Source: an optimization exercise on an open RTL-to-GDS flow (aim: small area and a short achievable clock period). Production flows keep margins and buffers that such runs may drop. No functional check of the RTL was part of any run shown here.

## flow/design.v (module list and top-level ports; edited modules follow where they fit)
// module sidAudioPath: 3134 lines
module sidAudioPath (
  input  logic               clk,
  input  logic               rst,
  input  logic               sampleValid,
  input  logic signed [11:0] voice0,
  input  logic signed [11:0] voice1,
  input  logic signed [11:0] voice2,
  input  logic [7:0]         env0,
  input  logic [7:0]         env1,
  input  logic [7:0]         env2,
  input  logic [2:0]         filterRoute,
  input  logic [1:0]         mode,
  input  logic [15:0]        coef,
  input  logic [3:0]         volume,
  output logic signed [15:0] audioOut,
  output logic               audioValid
);
  // ...
==> flow/flow/run.sh <==
#!/bin/bash
# The standard layout with two changes in how it is made (the SDC is unchanged):
#  - after the standard synthesis, flow/invopt.py re-places the netlist's inverters around
#    its full adders and XOR gates (a full adder is self-dual, so each may compute the
#    complements of its outputs from complemented inputs; an XOR gate absorbs an inverted
#    input by becoming an XNOR); registers and all other cells are left as they are;
#  - the resizer's setup repair aims at a shorter period than the 20 ns constraint: paths
#    with less than MARGIN ns of slack are sized up and buffered.
set -euo pipefail
MARGIN=$(cat flow/margin.txt)
R=orfs/results/sky130hd/sidAudioPath/base
bash standard.sh synth > synth.log 2>&1
cp $R/1_2_yosys.v $R/1_2_yosys_std.v
python3 flow/invopt.py $R/1_2_yosys_std.v $R/1_2_yosys.v > invopt.log 2>&1
touch $R/1_2_yosys.v
bash standard.sh SETUP_SLACK_MARGIN=$MARGIN finish > standard.log 2>&1
==> flow/flow/invopt.py <==
#!/usr/bin/env python3
"""Re-place the inverters of a flat sky130 gate-level netlist around its full adders and
XOR gates. A full adder is self-dual: FA(~a, ~b, ~c) = (~cout, ~sum); an XOR/XNOR gate
absorbs an inverted input, or complements its output, by switching between XOR and XNOR.
Every inverter is taken out, each full adder and XOR gate gets a polarity (1: it computes
the complement of its original output), XOR gates take their inputs in whatever polarity
they come and fold the parity into their type, and one inverter is put back per net whose
other loads need the other polarity. Polarities are chosen to need as few inverters as
possible.
usage: invopt.py IN.v OUT.v"""
import re, sys, collections, random

src = open(sys.argv[1]).read()
m = re.search(r'^module .*?;\n', src, re.S | re.M)
endm = src.rindex('endmodule')
body = src[m.end():endm]
cell_re = re.compile(r'^\s*(sky130_fd_sc_hd__\w+)\s+(\S+)\s*\((.*?)\);\s*$', re.S | re.M)
pin_re = re.compile(r'\.(\w+)\(\s*(.*?)\s*\)(?=\s*,|\s*$)', re.S)
cells = []
last = 0
parts = []
for cm in cell_re.finditer(body):
    parts.append(body[last:cm.start()])
    last = cm.end()
    pins = {}
    for pm in pin_re.finditer(cm.group(3)):
        pins[pm.group(1)] = pm.group(2).strip()
    cells.append([cm.group(1), cm.group(2), pins])
rest = "".join(parts) + body[last:]
assert "assign" not in rest, "assign statements not handled"
decl_lines = [l for l in rest.split("\n") if l.strip()]

OUTPINS = {"X", "Y", "Q", "Q_N", "SUM", "COUT", "HI", "LO"}
def is_inv(c): return re.match(r'sky130_fd_sc_hd__(clk)?inv_\d+$', c[0]) is not None
def is_fa(c): return re.match(r'sky130_fd_sc_hd__fa_\d+$', c[0]) is not None
def is_xor(c): return re.match(r'sky130_fd_sc_hd__x(n)?or[23]_\d+$', c[0]) is not None

outports = set()
for l in decl_lines:
    mm = re.match(r'\s*output\s+(\[(\d+):(\d+)\]\s+)?(\S+);', l)
    if mm:
        if mm.group(1):
            for i in range(int(mm.group(3)), int(mm.group(2)) + 1):
                outports.add(f"{mm.group(4)}[{i}]")
        else:
            outports.add(mm.group(4))

driver = {}
for i, c in enumerate(cells):
    for p, n in c[2].items():
        if p in OUTPINS: driver[n] = (i, p)

def root(net):
    """(root net, parity) through inverter chains"""
    q = 0
    seen = 0
    while True:
        d = driver.get(net)
        if d is None or not is_inv(cells[d[0]]): return net, q
        net = cells[d[0]][2]["A"]; q ^= 1
        seen += 1
        assert seen < 100

# pins: (cell index or None for an output port, pin, root, parity)
pins = []
for i, c in enumerate(cells):
    if is_inv(c): continue
    for p, n in c[2].items():
        if p in OUTPINS: continue
        r, q = root(n)
        pins.append((i, p, r, q))
# output ports: the port net itself may be driven by an inverter
port_pins = []
for o in outports:
    r, q = root(o)
    if r != o:
        port_pins.append((o, r, q))

fa_idx = [i for i, c in enumerate(cells) if is_fa(c) or is_xor(c)]
pol = {i: 0 for i in fa_idx}
def rootpol(r):
    d = driver.get(r)
    if d is None: return 0
    return pol.get(d[0], 0)

# per root: list of (consumer fa or None, parity)
by_root = collections.defaultdict(list)
for (i, p, r, q) in pins:
    if is_xor(cells[i]): continue
    by_root[r].append((i if i in pol else None, q))
for (o, r, q) in port_pins:
    by_root[r].append((None, q))
roots_of_fa = collections.defaultdict(set)
for r, lst in by_root.items():
    d = driver.get(r)
    if d is not None and d[0] in pol: roots_of_fa[d[0]].add(r)
    for (f, q) in lst:
        if f is not None: roots_of_fa[f].add(r)

def root_cost(r):
    rp = rootpol(r)
    need = [q ^ (pol[f] if f is not None else 0) ^ rp for (f, q) in by_root[r]]
    return 1 if any(need) else 0

def total():
    return sum(root_cost(r) for r in by_root)

best = total()
start = best
random.seed(1)
cur = best
bestpol = dict(pol)
T = 1.0
for step in range(200000):
    f = random.choice(fa_idx)
    rs = roots_of_fa[f]
    before = sum(root_cost(r) for r in rs)
    pol[f] ^= 1
    after = sum(root_cost(r) for r in rs)
    d = after - before
    if d <= 0 or random.random() < pow(2.718, -d / T):
        cur += d
        if cur < best:
            best = cur; bestpol = dict(pol)
    else:
        pol[f] ^= 1
    T = max(0.05, 1.0 * (1 - step / 150000))
pol = bestpol
final = total()
print(f"inverters: {sum(1 for c in cells if is_inv(c))} -> {final} (root model {start} -> {final})", file=sys.stderr)

# rebuild: drop all inverters; flipped FAs keep their nets (which now carry complements)
out_cells = []
new_wires = []
inv_for = {}
def inv_net(r):
    if r not in inv_for:
        n = f"_invq{len(inv_for)}_"
        new_wires.append(n)
        inv_for[r] = n
        out_cells.append(["sky130_fd_sc_hd__inv_1", f"_invqc{len(inv_for)}_", {"A": r, "Y": n}])
    return inv_for[r]
for i, c in enumerate(cells):
    if is_inv(c): continue
    nc = [c[0], c[1], dict(c[2])]
    if is_xor(c):
        par = pol[i]
        for p, n in c[2].items():
            if p in OUTPINS: continue
            r, q = root(n)
            par ^= q ^ rootpol(r)
            nc[2][p] = r
        if par:
            mx = re.match(r"sky130_fd_sc_hd__(x(n)?or)([23])_(\d+)$", c[0])
            kind, k, size = mx.group(1), mx.group(3), mx.group(4)
            newkind = "xor" if kind == "xnor" else "xnor"
            nc[0] = f"sky130_fd_sc_hd__{newkind}{k}_{size}"
            if k == "2":
                # xor2 drives X, xnor2 drives Y
                outp = "X" if "X" in nc[2] else "Y"
                net = nc[2].pop(outp)
                nc[2]["Y" if newkind == "xnor" else "X"] = net
        out_cells.append(nc)
        continue
    for p, n in c[2].items():
        if p in OUTPINS: continue
        r, q = root(n)
        need = q ^ (pol[i] if i in pol else 0) ^ rootpol(r)
        nc[2][p] = inv_net(r) if need else r
    out_cells.append(nc)
# output ports driven through inverters: drive them from an inverter or a buffer-free net
port_fix = []
for (o, r, q) in port_pins:
    need = q ^ rootpol(r)
    # the port net must carry r ^ q; build it from r
    if need:
        out_cells.append(["sky130_fd_sc_hd__inv_1", f"_invqp_{len(port_fix)}_", {"A": r, "Y": o}])
    else:
        out_cells.append(["sky130_fd_sc_hd__buf_1", f"_invqp_{len(port_fix)}_", {"A": r, "X": o}])
    port_fix.append(o)
# a root that is itself an output port of a flipped FA would change the port's value
for o in outports:
    d = driver.get(o)
    assert not (d and d[0] in pol and pol[d[0]]), "flipped cell drives an output port"

out = [src[:m.end()]]
out += decl_lines
out += [f"  wire {w};" for w in new_wires]
for c in out_cells:
    pl = ",\n".join(f"    .{p}({n}{' ' if n.startswith(chr(92)) else ''})" for p, n in c[2].items())
    out.append(f"  {c[0]} {c[1]} (\n{pl}\n  );")
out.append("endmodule\n")
open(sys.argv[2], "w").write("\n".join(out))
==> flow/flow/margin.txt <==
14.5
==> flow/standard.sh <==
#!/bin/bash
# synth_recipe.tcl (not shown) runs the flow's synth.tcl, then flattens the netlist and writes it again
# the make line also repeats each setting of config.mk as NAME=value (left out here)
make -C /OpenROAD-flow-scripts/flow DESIGN_CONFIG=/design/flow/config.mk WORK_HOME=/design/flow/orfs CLKGATE_MAP_FILE= SYNTH_SCRIPT=/design/flow/synth_recipe.tcl "${@:-finish}"
==> flow/config.mk <==
export PLATFORM = sky130hd
export DESIGN_NAME = sidAudioPath
export DESIGN_NICKNAME = sidAudioPath
export VERILOG_FILES = /design/flow/design.v
export SDC_FILE = /design/flow/constraint.sdc
export NUM_CORES = 4
export LEC_CHECK = 0
export ABC_AREA = 1
export CAP_MARGIN = 20
export CORE_MARGIN = 2
export CORE_UTILIZATION = 40
export SLEW_MARGIN = 20
==> flow/constraint.sdc <==
create_clock -name core_clock -period 20.0 [get_ports {clk}]
set_input_delay 4.0000 -clock core_clock [delete_from_list [all_inputs] [get_ports {clk}]]
set_output_delay 4.0000 -clock core_clock [all_outputs]
set_load 0.01 [all_outputs]
==> impl_metrics.py, run 1 <==
metrics = {
    "global_routing": {
        "met1_usage_pct": 29.2,
        "grt_first_pass_wirelength_um": 161000,
        "antenna_found_initial": 3,
    },
    "final_layout": {
        "multi_input_area_share_pct": 63.2,
        "seq_cells": 422,
        "top_register": "X4a",
        "largest_registers": "X4a: 33 flops, X4b: 31 flops",
        "largest_reg_flops": 33,
        "drive_gt1_share_pct": 5.83,
        "multi_input_area_sq_um": 26400,
        "num-multi-input-gates": 3011,
        "final_cell_mix": "602 x nand2_1, 554 x inv_1, 489 x fa_1",
        "fin_cells": 5493,
    },
    "setup_path": {
        "path_buf_inv": 3,
        "timing.rr.start": "nlp[14]$_SDFFE_PP1P_",
        "crit_top_cell": "nand2_1",
    },
    "clock_network": {
        "numCtsBuffers": 50,
        "tritoncts": "yes",
        "root_buffer": "clkbuf_16",
    },
    "run_status": {
        "outcome": "complete, no violations",
    },
    "yosys": {
        "syn_avg_cell_area_sq_um": 8.98,
        "syn-cell-area_sq_um": 37700,
    },
    "die": {
        "rows": 112,
    },
    "timing": {
        "finalClockSkew_ns": 0.0719,
        "rsz0062_at_grt": "no",
        "maxSlewHeadroom_pct": 37.0,
        "period_needed_ns": 5.28,
    },
    "place": {
        "dp.cells": 5389,
    },
    "hold_path": {
        "hold_end": "D5[15]$_DFF_P_",
    },
}
==> inputs of run 2 (changes only) <==
--- a/flow/design.v
+++ b/flow/design.v
@@ -993,22 +993,23 @@
   wire m2as_761 = m2ap_656 ^ m2aG_741;
   wire m2as_762 = m2ap_657 ^ m2aG_727;
   wire m2as_763 = m2ap_658 ^ m2aG_743;
   wire m2as_764 = m2ap_659 ^ m2aG_717;
   wire m2as_765 = m2ap_660 ^ m2aG_745;
   wire m2as_766 = m2ap_661 ^ m2aG_729;
   wire m2as_767 = m2ap_662 ^ m2aG_747;
   wire [19:0] m2sum_768 = {m2as_767, m2as_766, m2as_765, m2as_764, m2as_763, m2as_762, m2as_761, m2as_760, m2as_759, m2as_758, m2as_757, m2as_756, m2as_755, m2as_754, m2as_753, m2as_752, m2as_751, m2as_750, m2as_749, m2ap_643};
-  logic [15:0] s0_2, s1_2, s2_2;
+  logic [15:0] ns0_2, ns1_2, ns2_2;   
+  wire  [15:0] s0_2 = ~ns0_2, s1_2 = ~ns1_2, s2_2 = ~ns2_2;
   logic [2:0]  rt_2;
   always_ff @(posedge clk) begin
-    s0_2 <= m0sum_256[19:4];
-    s1_2 <= m1sum_512[19:4];
-    s2_2 <= m2sum_768[19:4];
+    ns0_2 <= ~m0sum_256[19:4];
+    ns1_2 <= ~m1sum_512[19:4];
+    ns2_2 <= ~m2sum_768[19:4];
     rt_2 <= rt_1;
   end
   wire fss769 = (rt_2[0] & s0_2[0]) ^ (rt_2[1] & s1_2[0]);
   wire fsc769 = (rt_2[0] & s0_2[0]) & (rt_2[1] & s1_2[0]);
   wire fss770 = (rt_2[0] & s0_2[1]) ^ (rt_2[1] & s1_2[1]) ^ (rt_2[2] & s2_2[1]);
   wire fsc770 = ((rt_2[0] & s0_2[1]) & (rt_2[1] & s1_2[1])) | ((rt_2[0] & s0_2[1]) & (rt_2[2] & s2_2[1])) | ((rt_2[1] & s1_2[1]) & (rt_2[2] & s2_2[1]));
   wire fss771 = (rt_2[0] & s0_2[2]) ^ (rt_2[1] & s1_2[2]) ^ (rt_2[2] & s2_2[2]);
   wire fsc771 = ((rt_2[0] & s0_2[2]) & (rt_2[1] & s1_2[2])) | ((rt_2[0] & s0_2[2]) & (rt_2[2] & s2_2[2])) | ((rt_2[1] & s1_2[2]) & (rt_2[2] & s2_2[2]));
@@ -1297,19 +1298,21 @@
   wire dsas_1023 = dsap_930 ^ dsaG_1005;
   wire dsas_1024 = dsap_931 ^ dsaG_987;
   wire dsas_1025 = dsap_932 ^ dsaG_1007;
   wire dsas_1026 = dsap_933 ^ dsaG_993;
   wire dsas_1027 = dsap_934 ^ dsaG_1009;
   wire dsas_1028 = dsap_935 ^ dsaG_985;
   wire dsas_1029 = dsap_936 ^ dsaG_1011;
   wire [17:0] dssum_1030 = {dsas_1029, dsas_1028, dsas_1027, dsas_1026, dsas_1025, dsas_1024, dsas_1023, dsas_1022, dsas_1021, dsas_1020, dsas_1019, dsas_1018, dsas_1017, dsas_1016, dsas_1015, dsas_1014, dsas_1013, dsap_919};
-  logic signed [16:0] F3, D3;
+  logic [16:0]        nF3;   
+  wire signed [16:0]  F3 = ~nF3;
+  logic signed [16:0] D3;
   always_ff @(posedge clk) begin
-    F3 <= (fssum_899[17] != fssum_899[16]) ? (fssum_899[17] ? -17'sd65536 : 17'sd65535) : fssum_899[16:0];
+    nF3 <= ~((fssum_899[17] != fssum_899[16]) ? (fssum_899[17] ? -17'sd65536 : 17'sd65535) : fssum_899[16:0]);
     D3 <= (dssum_1030[17] != dssum_1030[16]) ? (dssum_1030[17] ? -17'sd65536 : 17'sd65535) : dssum_1030[16:0];
   end
   wire xone0_1031 = coef_r[0] ^ 1'b0;
   wire xtwo0_1032 = (coef_r[1] & ~coef_r[0] & ~1'b0) | (~coef_r[1] & coef_r[0] & 1'b0);
   wire xneg0_1033 = coef_r[1] & ~(coef_r[0] & 1'b0);
   wire xp0_0_1034 = (((xone0_1031 & F3[0]) | (xtwo0_1032 & 1'b0)) ^ xneg0_1033);
   wire xp0_1_1035 = (((xone0_1031 & F3[1]) | (xtwo0_1032 & F3[0])) ^ xneg0_1033);
   wire xp0_2_1036 = (((xone0_1031 & F3[2]) | (xtwo0_1032 & F3[1])) ^ xneg0_1033);
==> impl_metrics.py, run 2 <==
metrics = {
    "final_layout": {
        "area_growth_pct": 10.9,
        "ff_latch_area_sq_um": 8460,
        "final_cell_mix": "516 x inv_1, 503 x nand2_1, 485 x fa_1",
        "largest_registers": "X4a: 33 flops, X4b: 31 flops",
        "nNetsFinal": 5003,
        "antenna_cells": 0,
        "mostFrequentLayoutCell": "inv_1",
        "multi_input_area_sq_um": 26400,
        "fillers": 9141,
        "top_register": "X4a",
        "largest_reg_flops": 33,
        "drive_gt1_share_pct": 6.49,
    },
    "detailed_routing": {
        "route.detailed.drc": 0,
        "routedWlPerCell_um": 18.6,
        "avgViaCountPerCell": 5.21,
        "drtIter0Drc": 2001,
        "drt_wl_total_um": 101000,
        "first_pass_iters": 7,
        "num_vias": 28350,
        "postRouteAntennaNets": 0,
    },
    "setup_path": {
        "path_max_fanout": 7,
        "crit_start": "nlp[15]$_SDFFE_PP1P_",
        "timing.rr.start": "nlp[15]$_SDFFE_PP1P_",
        "worstSetupStartpointType": "flop",
        "slowest_stage": "fa_1",
        "crit_type": "reg -> reg",
        "critPathTopFamily": "adder cells",
        "crit_arrival_ns": 5.84,
        "endpoint_kind": "flop",
        "regToRegSetupSlack_ns": 14.73,
        "crit_path_max_incr_delay_ns": 0.51,
        "cp.required_ns": 20.57,
        "path_buf_inv": 3,
    },
    "run": {
        "maxCapViolations": 0,
    },
    "die": {
        "rows": 112,
        "die_y_um": 311,
        "core_sq_um": 93300,
        "die_x_um": 311,
        "initial_core_util_pct": 40.3,
        "dieArea_sq_um": 96500,
        "pin_count": 105,
    },
    "timing": {
        "hold_viol": 0,
        "fin_worst_hold_slack_ns": 0.325,
        "period_share_pct": 26.3,
        "maxSlewHeadroom_pct": 29.4,
        "fmax_ghz": 0.190,
        "tightest_slew_ns": 1.06,
        "rsz0062_at_grt": "yes",
        "finalClockSkew_ns": 0.0655,
        "period_needed_ns": 5.27,
        "setup_tns_ns": 0,
        "drv_slew": 0,
        "setup_viol": 0,
    },
    "run_status": {
        "outcome": "complete, no violations",
    },
    "place": {
        "gp_congestion": 0.914,
        "hpwl_um": 78400,
        "port_buffers": 104,
    },
    "clock_network": {
        "htreeDepth": 2,
        "cts.path.max_buffers": 3,
        "cts_sinks": 422,
        "path_clk_slew_ns": 0.06,
        "clock_latency_ns": 0.68,
        "numCtsBuffers": 51,
        "ctsHoldBuffers": 0,
        "tritoncts": "yes",
        "root_buffer": "clkbuf_16",
    },
    "global_routing": {
        "grt_first_pass_wirelength_um": 160000,
        "antenna_found_initial": 0,
        "grt_overflow": 0,
        "track_usage_pct": 20.8,
        "grt_pass1_vias": 28614,
        "grt_start_max_net_pins": 33,
    },
    "yosys": {
        "syn-cell-area_sq_um": 37600,
        "ys_warn_count": 1,
        "synthesis.nets": 5015,
        "syn_avg_cell_area_sq_um": 9.04,
        "postSynthCellCount": 4160,
    },
    "hold_path": {
        "min_from": "D3[15]$_DFF_P_",
        "hold_class": "reg -> reg",
    },
}
-- run 2: timing repair --
| item | in CTS | in global routing |
|---|---|---|
| gates cloned | 0 | 2 |
| pin swaps | 2 | 7 |
| setup endpoints to repair | 33 | 16 |
| resized for setup | 19 | 37 |
| setup buffers | 6 | 6 |
-- run 2: metrics by stage --
| stage | utilization [%] | area (sq um) | setup WS, ns | cells |
|---|---|---|---|---|
| global route | 44.7 | 41700 | 14.48 | 5443 |
| finish | 44.7 | 41700 | 14.73 | 5443 |
| floorplan | - | 37600 | 14.83 | 4160 |
| detailed placement | 42.5 | 39700 | 14.22 | 5335 |
| global placement | 42.5 | 39700 | 14.32 | 5335 |
| CTS | 44.5 | 41500 | 14.50 | 5435 |
-- run 2: area by class of cell --
cell class	instances	share of cell area [%]
Tap cell	1254	3.76
Multi-Input combinational cell	2989	63.3
Clock buffer	57	3.21
Clock inverter	37	1.11
Sequential cell	422	20.3
Timing Repair inverter	1	0.0120
Inverter	518	4.68
Timing Repair Buffer	165	3.66
-- run 2: path summary, 6_finish.rpt --
| kind | to | depth (start not counted) |
|---|---|---|
| min | D4[15]$_DFF_P_ | 0 |
| max | nlp[15]$_SDFFE_PP1P_ | 26 |
| min reg2reg | D4[15]$_DFF_P_ | 0 |
| max reg2reg | nlp[15]$_SDFFE_PP1P_ | 26 |
-- run 2: metal layers --
| layer | vias up | global-route usage (%) | share of wire (%) |
|---|---|---|---|
| met5 | - | 0 | 0 |
| met4 | 0 | 5.86 | 2.6 |
| met3 | 156 | 3.15 | 5.9 |
| met2 | 863 | 34.8 | 47 |
| met1 | 13951 | 27.9 | 44 |
| li1 | 13380 | - | - |
==> inputs of run 3 (changes only) <==
--- a/flow/config.mk
+++ b/flow/config.mk
@@ -9,4 +9,5 @@
 export CAP_MARGIN = 20
 export CORE_MARGIN = 2
 export CORE_UTILIZATION = 40
+export CTS_BUF_LIST = sky130_fd_sc_hd__clkbuf_4 sky130_fd_sc_hd__clkbuf_8
 export SLEW_MARGIN = 20
==> impl_metrics.py, run 3 <==
metrics = {
    "run_status": {
        "outcome": "complete, no violations",
    },
    "global_routing": {
        "grt_pass1_vias": 28918,
        "grt_first_pass_wirelength_um": 160000,
        "track_usage_pct": 20.9,
        "grt_overflow": 0,
        "antenna_found_initial": 2,
        "grt_start_max_net_pins": 33,
    },
    "detailed_routing": {
        "postRouteAntennaNets": 0,
        "avgViaCountPerCell": 5.17,
        "routedWlPerCell_um": 18.4,
        "route.detailed.drc": 0,
        "drtIter0Drc": 2217,
        "num_vias": 28436,
        "first_pass_iters": 6,
        "drt_wl_total_um": 101000,
    },
    "clock_network": {
        "cts_sinks": 422,
        "path_clk_slew_ns": 0.06,
        "cts.path.max_buffers": 3,
        "root_buffer": "clkbuf_8",
        "ctsHoldBuffers": 0,
        "tritoncts": "yes",
        "htreeDepth": 3,
        "numCtsBuffers": 80,
        "clock_latency_ns": 0.74,
    },
    "yosys": {
        "ys_warn_count": 1,
        "syn-cell-area_sq_um": 37600,
        "syn_avg_cell_area_sq_um": 9.04,
        "postSynthCellCount": 4160,
        "synthesis.nets": 5015,
    },
    "final_layout": {
        "area_growth_pct": 11.7,
        "multi_input_area_sq_um": 26500,
        "mostFrequentLayoutCell": "inv_1",
        "largest_registers": "X4a: 33 flops, X4b: 31 flops",
        "fillers": 9110,
        "largest_reg_flops": 33,
        "nNetsFinal": 5037,
        "ff_latch_area_sq_um": 8460,
        "drive_gt1_share_pct": 8.23,
        "top_register": "X4a",
        "final_cell_mix": "512 x inv_1, 498 x nand2_1, 477 x fa_1",
    },
    "timing": {
        "period_share_pct": 26.4,
        "finalClockSkew_ns": 0.0575,
        "hold_viol": 0,
        "setup_viol": 0,
        "drv_slew": 0,
        "fmax_ghz": 0.189,
        "tightest_slew_ns": 1.01,
        "setup_tns_ns": 0,
        "maxSlewHeadroom_pct": 32.2,
        "period_needed_ns": 5.29,
        "rsz0062_at_grt": "yes",
        "fin_ws_ns": 14.71,
    },
    "setup_path": {
        "cp_cell_sequence": "dlygate4sd2_1",
        "endpoint_kind": "output port",
        "regToRegSetupSlack_ns": 14.74,
        "timing.rr.start": "nlp[15]$_SDFFE_PP1P_",
        "r2r_end": "nlp[11]$_SDFFE_PP1P_",
        "cp.required_ns": 16.00,
        "worst-r2r-cell-count": 24,
        "path_buf_inv": 1,
        "slowest_stage": "dfxtp_1",
        "crit_arrival_ns": 1.29,
        "crit_path_max_incr_delay_ns": 0.30,
        "critPathTopFamily": "flip-flops",
        "crit_type": "reg -> out",
        "path_max_fanout": 1,
        "worstSetupStartpointType": "flop",
    },
    "die": {
        "core_sq_um": 93300,
        "initial_core_util_pct": 40.3,
        "dieArea_sq_um": 96500,
        "rows": 112,
        "die_y_um": 311,
        "die_x_um": 311,
        "pin_count": 105,
    },
    "place": {
        "port_buffers": 104,
        "hpwl_um": 78400,
        "gp_congestion": 0.914,
        "pre_cts_slack_ns": 14.22,
    },
    "hold_path": {
        "min_from": "D3[10]$_DFF_P_",
        "hold_end": "D4[10]$_DFF_P_",
        "hold_class": "reg -> reg",
        "hold_path_depth": 0,
    },
    "run": {
        "maxCapViolations": 0,
    },
}
run 3: area by class of cell:
class,count,share of cell area (%)
clock buffer,106,3.31
sequential,422,20.1
timing repair inverter,1,0.0119
tap,1254,3.74
inverter,518,4.65
clock inverter,35,1.28
multi-input combinational,2988,63.0
antenna,3,0.0179
timing repair buffer,171,3.83
run 3: timing repair:
action	in CTS	in global routing
gates cloned	0	2
gates resized for setup	19	64
buffers inserted	6	11
setup endpoints to repair	33	16
pin swaps	2	9
run 3: metrics by stage:
stage	cell area (sq um)	util, %	hold WS, ns	instances
6_report	42000	45.0	0.320	5498
5_1_grt	42000	45.0	0.331	5498
4_1_cts	41700	44.6	0.323	5482
3_5_place_dp	39700	42.5	0.312	5335
3_3_place_gp	39700	42.5	0.312	5335
2_1_floorplan	37600	-	0.310	4160
run 3: worst max-delay path by stage:
stage                    startpoint              endpoint  slack (ns)  cells after the start
2_1_floorplan  nlp[14]$_SDFFE_PP1P_   nlp[0]$_SDFFE_PP1P_       14.83                     26
3_3_place_gp   nlp[15]$_SDFFE_PP1P_   nlp[5]$_SDFFE_PP1P_       14.32                     27
3_5_place_dp   nlp[15]$_SDFFE_PP1P_   nlp[8]$_SDFFE_PP1P_       14.22                     27
4_1_cts        nlp[15]$_SDFFE_PP1P_   nlp[8]$_SDFFE_PP1P_       14.50                     25
5_1_grt        nlp[15]$_SDFFE_PP1P_  nlp[12]$_SDFFE_PP1P_       14.44                     28
6_report        audioOut[0]$_DFF_P_           audioOut[0]       14.71                      1
run 3: metal layers:
layer,global-route usage (%),vias up,share of wire (%)
li1,-,13464,-
met5,0,-,0
met3,3.47,179,6.3
met1,27.8,13896,44
met4,6.39,0,2.8
met2,34.7,897,47

## port drivers added, routing unchanged
No port has a modelled driver above. Below, the same layouts with a new extraction and two added sets of constraints. Step 1: set_driving_cell puts a clkbuf_16 on clk and a buf_2 on each other input, an assumption about the parent block. Step 2 adds t to the input delays and takes it off the output delays; t is the mean of the earliest and latest rising clock arrival at the registers after step 1. Input paths then give back, and output paths get back, about the clock's delay inside the block. a / b / c = ideal / step 1 / step 2; a / b = the first two.
| run | t, ns | slack for setup (ns) | worst setup path after step 2 | worst register clock-pin slew, ns |
|---|---|---|---|---|
| run 1 | 0.679 | 14.717 / 14.669 / 14.717 | register to register | 0.07 / 0.07 |
| run 2 | 0.718 | 14.731 / 14.683 / 14.731 | register to register | 0.07 / 0.07 |
| run 3 | 0.778 | 14.714 / 14.649 / 14.738 | register to register | 0.07 / 0.07 |
After both steps every run listed still meets setup and hold.
